Source: an optimization exercise on an open RTL-to-GDS flow (aim: small area, a short achievable clock period and few clock cycles per item). Production flows keep margins and buffers that such runs may drop. The RTL was checked by simulation tests, not by an equivalence proof against the original design. Power figures rest on the tool's default switching activity, not on a simulated workload.

v31:
==> module mipsCore, before the edit <==
module mipsCore (
    input  logic                       clk,
    input  logic                       reset,
    input  logic                       instrReq,
    input  logic [32-1:0]     instr,
    output logic                       instrAck,
    output logic                       wbValid,
    output logic [5-1:0] wbReg,
    output logic [32-1:0]     wbData
);
    localparam int DW = 32;
    mipsPkg::phaseE phase;
    logic           resetQ;    
    logic [DW-1:0]  ir;
    logic [DW-1:0]  opA;       
    logic [DW-1:0]  opB;       
    logic [DW-1:0]  hi;
    logic [DW-1:0]  lo;
    logic           mulBusy;
    logic           mulSub;
    logic [1:0]     mulStep;
    logic           divBusy;
    logic           divZero;
    logic [3:0]     divStep;
    logic isAdd, isSub, isSll, isMfhi, isMflo, isMthi, isMtlo;
    logic isMult, isDiv, isMadd, isMsub, isAddi, isOri, isLui;
    logic writesReg, usesHiLo;
    logic [5-1:0] destReg;
    instrDecode uDecode (
        .ir        (ir),
        .isAdd     (isAdd),
        .isSub     (isSub),
        .isSll     (isSll),
        .isMfhi    (isMfhi),
        .isMflo    (isMflo),
        .isMthi    (isMthi),
        .isMtlo    (isMtlo),
        .isMult    (isMult),
        .isDiv     (isDiv),
        .isMadd    (isMadd),
        .isMsub    (isMsub),
        .isAddi    (isAddi),
        .isOri     (isOri),
        .isLui     (isLui),
        .writesReg (writesReg),
        .usesHiLo  (usesHiLo),
        .destReg   (destReg)
    );
    logic reqHiLo;
    logic canStart;
    logic inEx;
    logic exGo;
    logic isMul;
    instrDecode uReqDecode (
        .ir        (instr),
        .isAdd     (),
        .isSub     (),
        .isSll     (),
        .isMfhi    (),
        .isMflo    (),
        .isMthi    (),
        .isMtlo    (),
        .isMult    (),
        .isDiv     (),
        .isMadd    (),
        .isMsub    (),
        .isAddi    (),
        .isOri     (),
        .isLui     (),
        .writesReg (),
        .usesHiLo  (reqHiLo),
        .destReg   ()
    );
    assign canStart = (phase == mipsPkg::PH_IDLE) && (!mulBusy || mulStep[1])
                      && !(reqHiLo && divBusy && divStep <= 4'd13);
    assign inEx  = (phase == mipsPkg::PH_EX);
    assign exGo  = inEx;
    assign isMul = isMult || isMadd || isMsub;
    logic [32-1:0]      rdSel;   
    logic [DW-1:0]              rdData;
    logic [DW-1:0]              result;
    regFile uRegFile (
        .clk    (clk),
        .clear  (resetQ),
        .rdSel  (rdSel),
        .rdData (rdData),
        .wrEn   (exGo && writesReg),
        .wrAddr (destReg),
        .wrData (result)
    );
    logic [15:0]     imm;
    logic [2*DW-1:0] acc;
    logic [DW-1:0]   bop;
    logic [7:0]      aByte;
    logic [1:0]      k;
    logic            sub;
    logic [2*DW-1:0] sum;
    assign imm = ir[15:0];
    always_comb
    begin
        if (mulBusy)
        begin
            acc = {hi, lo};
            bop = opB;
            aByte = opA[8*mulStep +: 8];
            k = mulStep;
            sub = mulSub;
        end
        else
        begin
            acc = '0;
            bop = rdData;
            aByte = 8'd1;
            k = 2'd0;
            sub = isSub || isMsub;
            if (isMul)
                aByte = opA[7:0];
            if (isMadd || isMsub)
                acc = {hi, lo};
            if (isAdd || isSub || isAddi)
                acc = {{DW{1'b0}}, opA};
            if (isOri)
                acc = {{DW{1'b0}}, opA & ~{16'b0, imm}};
            if (isAddi)
                bop = {{16{imm[15]}}, imm};
            if (isOri || isLui)
                bop = {16'b0, imm};
            if (isLui)
                k = 2'd2;
            if (isSll)
            begin
                aByte = 8'd1 << ir[6+2:6];
                k = ir[10:6+3];
            end
        end
    end
    aluExecute uExecute (
        .acc   (acc),
        .bop   (bop),
        .aByte (aByte),
        .k     (k),
        .sub   (sub),
        .sum   (sum)
    );
    logic            divShort;
    logic            divisorZero;
    logic [2*DW-1:0] divOut;
    logic [DW:0]     ltChain;   
    assign divisorZero = (rdData == '0);
    assign ltChain[0] = 1'b0;
    for (genvar i = 0; i < DW; i++)
    begin : gLt
        logic a;
        assign a = (i < DW - 4) ? opA[i+4] : 1'b0;
        assign ltChain[i+1] = (~a & rdData[i]) | (~(a ^ rdData[i]) & ltChain[i]);
    end
    assign divShort = divisorZero || ltChain[DW];
    hiLoResult uResult (
        .rqIn    ({hi, lo}),
        .divisor (opB),
        .rqOut   (divOut)
    );
    always_comb
    begin
        if (isMfhi)
            result = hi;
        else if (isMflo)
            result = lo;
        else
            result = sum[DW-1:0];
    end
    always_ff @(posedge clk)
    begin
        resetQ <= reset;
        if (reset)
        begin
            phase <= mipsPkg::PH_IDLE;
            instrAck <= 1'b0;
            wbValid <= 1'b0;
            mulBusy <= 1'b0;
            divBusy <= 1'b0;
        end
        else
        begin
            instrAck <= instrReq && (instrAck || canStart);
            wbValid <= exGo && writesReg;
            case (phase)
                mipsPkg::PH_IDLE: if (instrReq && !instrAck && canStart) phase <= mipsPkg::PH_RS;
                mipsPkg::PH_RS:   phase <= mipsPkg::PH_EX;
                default:          phase <= mipsPkg::PH_IDLE;
            endcase
            if (mulBusy)
            begin
                mulStep <= mulStep + 2'd1;
                if (mulStep == 2'd3)
                    mulBusy <= 1'b0;
            end
            else if (exGo && isMul)
            begin
                mulBusy <= 1'b1;
                mulStep <= 2'd1;
                mulSub <= isMsub;
            end
            if (divBusy)
            begin
                divStep <= divStep + 4'd1;
                if (divStep == 4'd15)
                    divBusy <= 1'b0;
            end
            else if (exGo && isDiv)
            begin
                divBusy <= 1'b1;
                divStep <= divShort ? 4'd14 : 4'd0;
                divZero <= divisorZero;
            end
        end
    end
    always_ff @(posedge clk)
    begin
        ir <= instr;
        if (phase == mipsPkg::PH_IDLE)
            rdSel <= 32'(1) << instr[25:21];
        else
            rdSel <= 32'(1) << ir[20:16];
        if (phase == mipsPkg::PH_RS)
            opA <= rdData;
        if (exGo && (isMul || isDiv))
            opB <= rdData;
        wbReg <= destReg;
        wbData <= result;
    end
    always_ff @(posedge clk)
    begin
        if (resetQ)
        begin
            hi <= '0;
            lo <= '0;
        end
        else if (mulBusy || (exGo && isMul))
        begin
            {hi, lo} <= sum;
        end
        else if (divBusy)
        begin
            hi <= divOut[2*DW-1:DW];
            lo <= divOut[DW-1:0] | {DW{divZero && divStep == 4'd15}};
        end
        else if (exGo && isDiv)
        begin
            {hi, lo} <= divShort ? {4'b0, opA, 28'b0} : {{DW{1'b0}}, opA};
        end
        else if (exGo && isMthi)
        begin
            hi <= opA;
        end
        else if (exGo && isMtlo)
        begin
            lo <= opA;
        end
    end
endmodule
Settings: LEC_CHECK=0, CAP_MARGIN=25, CORE_MARGIN=2, CORE_UTILIZATION=55, CTS_CLUSTER_DIAMETER=150, CTS_CLUSTER_SIZE=20, PLACE_DENSITY=0.7, SLEW_MARGIN=25; clock period 100.0 ns.
standard.sh (not shown) runs the stock make flow with config.mk's settings and CLKGATE_MAP_FILE= SYNTH_SCRIPT=/design/flow/synth_recipe.tcl, a recipe that flattens the netlist after the stock synthesis.
==> flow/flow/run.sh <==
#!/bin/bash
# The standard layout, with faster port buffers than buffer_ports picks by
# default (the ports still get one buffer each).
set -euo pipefail
export BUFFER_PORTS_ARGS="-buffer_cell sky130_fd_sc_hd__buf_4"
bash standard.sh > standard_flow.log 2>&1
v31 | status: complete | timing, DRC, antenna: pass
Testbench counts of v31, summed over its fixed seeds: cycles 19,386, instrs 4,800.
Here is what was changed in the inputs of v8 compared with v31.
diff --git a/flow/design.v b/flow/design.v
--- a/flow/design.v
+++ b/flow/design.v
@@ -233,42 +233,20 @@
         .isOri     (isOri),
         .isLui     (isLui),
         .writesReg (writesReg),
         .usesHiLo  (usesHiLo),
         .destReg   (destReg)
     );
-    logic reqHiLo;
-    logic canStart;
     logic inEx;
     logic exGo;
+    logic rsGo;
     logic isMul;
-    instrDecode uReqDecode (
-        .ir        (instr),
-        .isAdd     (),
-        .isSub     (),
-        .isSll     (),
-        .isMfhi    (),
-        .isMflo    (),
-        .isMthi    (),
-        .isMtlo    (),
-        .isMult    (),
-        .isDiv     (),
-        .isMadd    (),
-        .isMsub    (),
-        .isAddi    (),
-        .isOri     (),
-        .isLui     (),
-        .writesReg (),
-        .usesHiLo  (reqHiLo),
-        .destReg   ()
-    );
-    assign canStart = (phase == mipsPkg::PH_IDLE) && (!mulBusy || mulStep[1])
-                      && !(reqHiLo && divBusy && divStep <= 4'd13);
     assign inEx  = (phase == mipsPkg::PH_EX);
-    assign exGo  = inEx;
+    assign exGo  = inEx && !mulBusy && !(usesHiLo && divBusy);
     assign isMul = isMult || isMadd || isMsub;
+    assign rsGo  = (phase == mipsPkg::PH_RS) && !(mulBusy && mulStep != 2'd3);
     logic [32-1:0]      rdSel;   
     logic [DW-1:0]              rdData;
     logic [DW-1:0]              result;
     regFile uRegFile (
         .clk    (clk),
         .clear  (resetQ),
@@ -369,18 +347,18 @@
             wbValid <= 1'b0;
             mulBusy <= 1'b0;
             divBusy <= 1'b0;
         end
         else
         begin
-            instrAck <= instrReq && (instrAck || canStart);
+            instrAck <= instrReq && (instrAck || phase == mipsPkg::PH_IDLE);
             wbValid <= exGo && writesReg;
             case (phase)
-                mipsPkg::PH_IDLE: if (instrReq && !instrAck && canStart) phase <= mipsPkg::PH_RS;
-                mipsPkg::PH_RS:   phase <= mipsPkg::PH_EX;
-                default:          phase <= mipsPkg::PH_IDLE;
+                mipsPkg::PH_IDLE: if (instrReq && !instrAck) phase <= mipsPkg::PH_RS;
+                mipsPkg::PH_RS:   if (rsGo) phase <= mipsPkg::PH_EX;
+                default:          if (exGo) phase <= mipsPkg::PH_IDLE;
             endcase
             if (mulBusy)
             begin
                 mulStep <= mulStep + 2'd1;
                 if (mulStep == 2'd3)
                     mulBusy <= 1'b0;
@@ -404,18 +382,19 @@
                 divZero <= divisorZero;
             end
         end
     end
     always_ff @(posedge clk)
     begin
-        ir <= instr;
+        if (phase == mipsPkg::PH_IDLE)
+            ir <= instr;
         if (phase == mipsPkg::PH_IDLE)
             rdSel <= 32'(1) << instr[25:21];
-        else
+        else if (rsGo)
             rdSel <= 32'(1) << ir[20:16];
-        if (phase == mipsPkg::PH_RS)
+        if (rsGo)
             opA <= rdData;
         if (exGo && (isMul || isDiv))
             opB <= rdData;
         wbReg <= destReg;
         wbData <= result;
     end
Notes after the runs:
Global routing usage on met2: v8 higher than v31. Overall power: v8 vs v31 up 36%. The sequential share of layout area in v8 sits 0.48 points above the value recorded for v31. When v8 is measured against v31, its internal power turns out 25% higher. v8 reports a higher largest net degree at the start of global routing than v31 does. Compared with v31, v8 shows layout filler cell count that has gone up by a few percent. Re number of antenna violations at the first check in global routing: v8 and v31 aren't equal, and the higher value belongs to v31.
Testbench counts of v8, summed over its fixed seeds: cycles 19,366, instrs 4,800.

## separate check: timing with driven ports
Ports are ideal in the flow. The routed layouts listed here were re-timed in OpenROAD.
Step 1: set_driving_cell puts a clkbuf_16 on clk and a buf_2 on each other input, an assumption about the parent block.
Step 2 moves the port delays by t, midway between the first and last clock arrival at a register: inputs arrive t later, outputs are due t later. That takes back most of the time a late clock gives input paths.
Three values: no drivers, after step 1, after step 2; two values: the first two.
run	t (ns)	slack for setup (ns)	slew at the worst register clock pin (ns)	worst data-port slew with drivers (ns)	pins driven straight from the clock port
v31	0.760	78.796 / 78.718 / 78.164	0.11 / 0.11	0.05	1
v8	0.781	78.786 / 78.705 / 78.446	0.11 / 0.11	0.25	1
After both steps every run listed still meets setup and hold. The setup slack of v31, which loses most, moves by -0.078 ns with the drivers and by -0.632 ns with both steps.
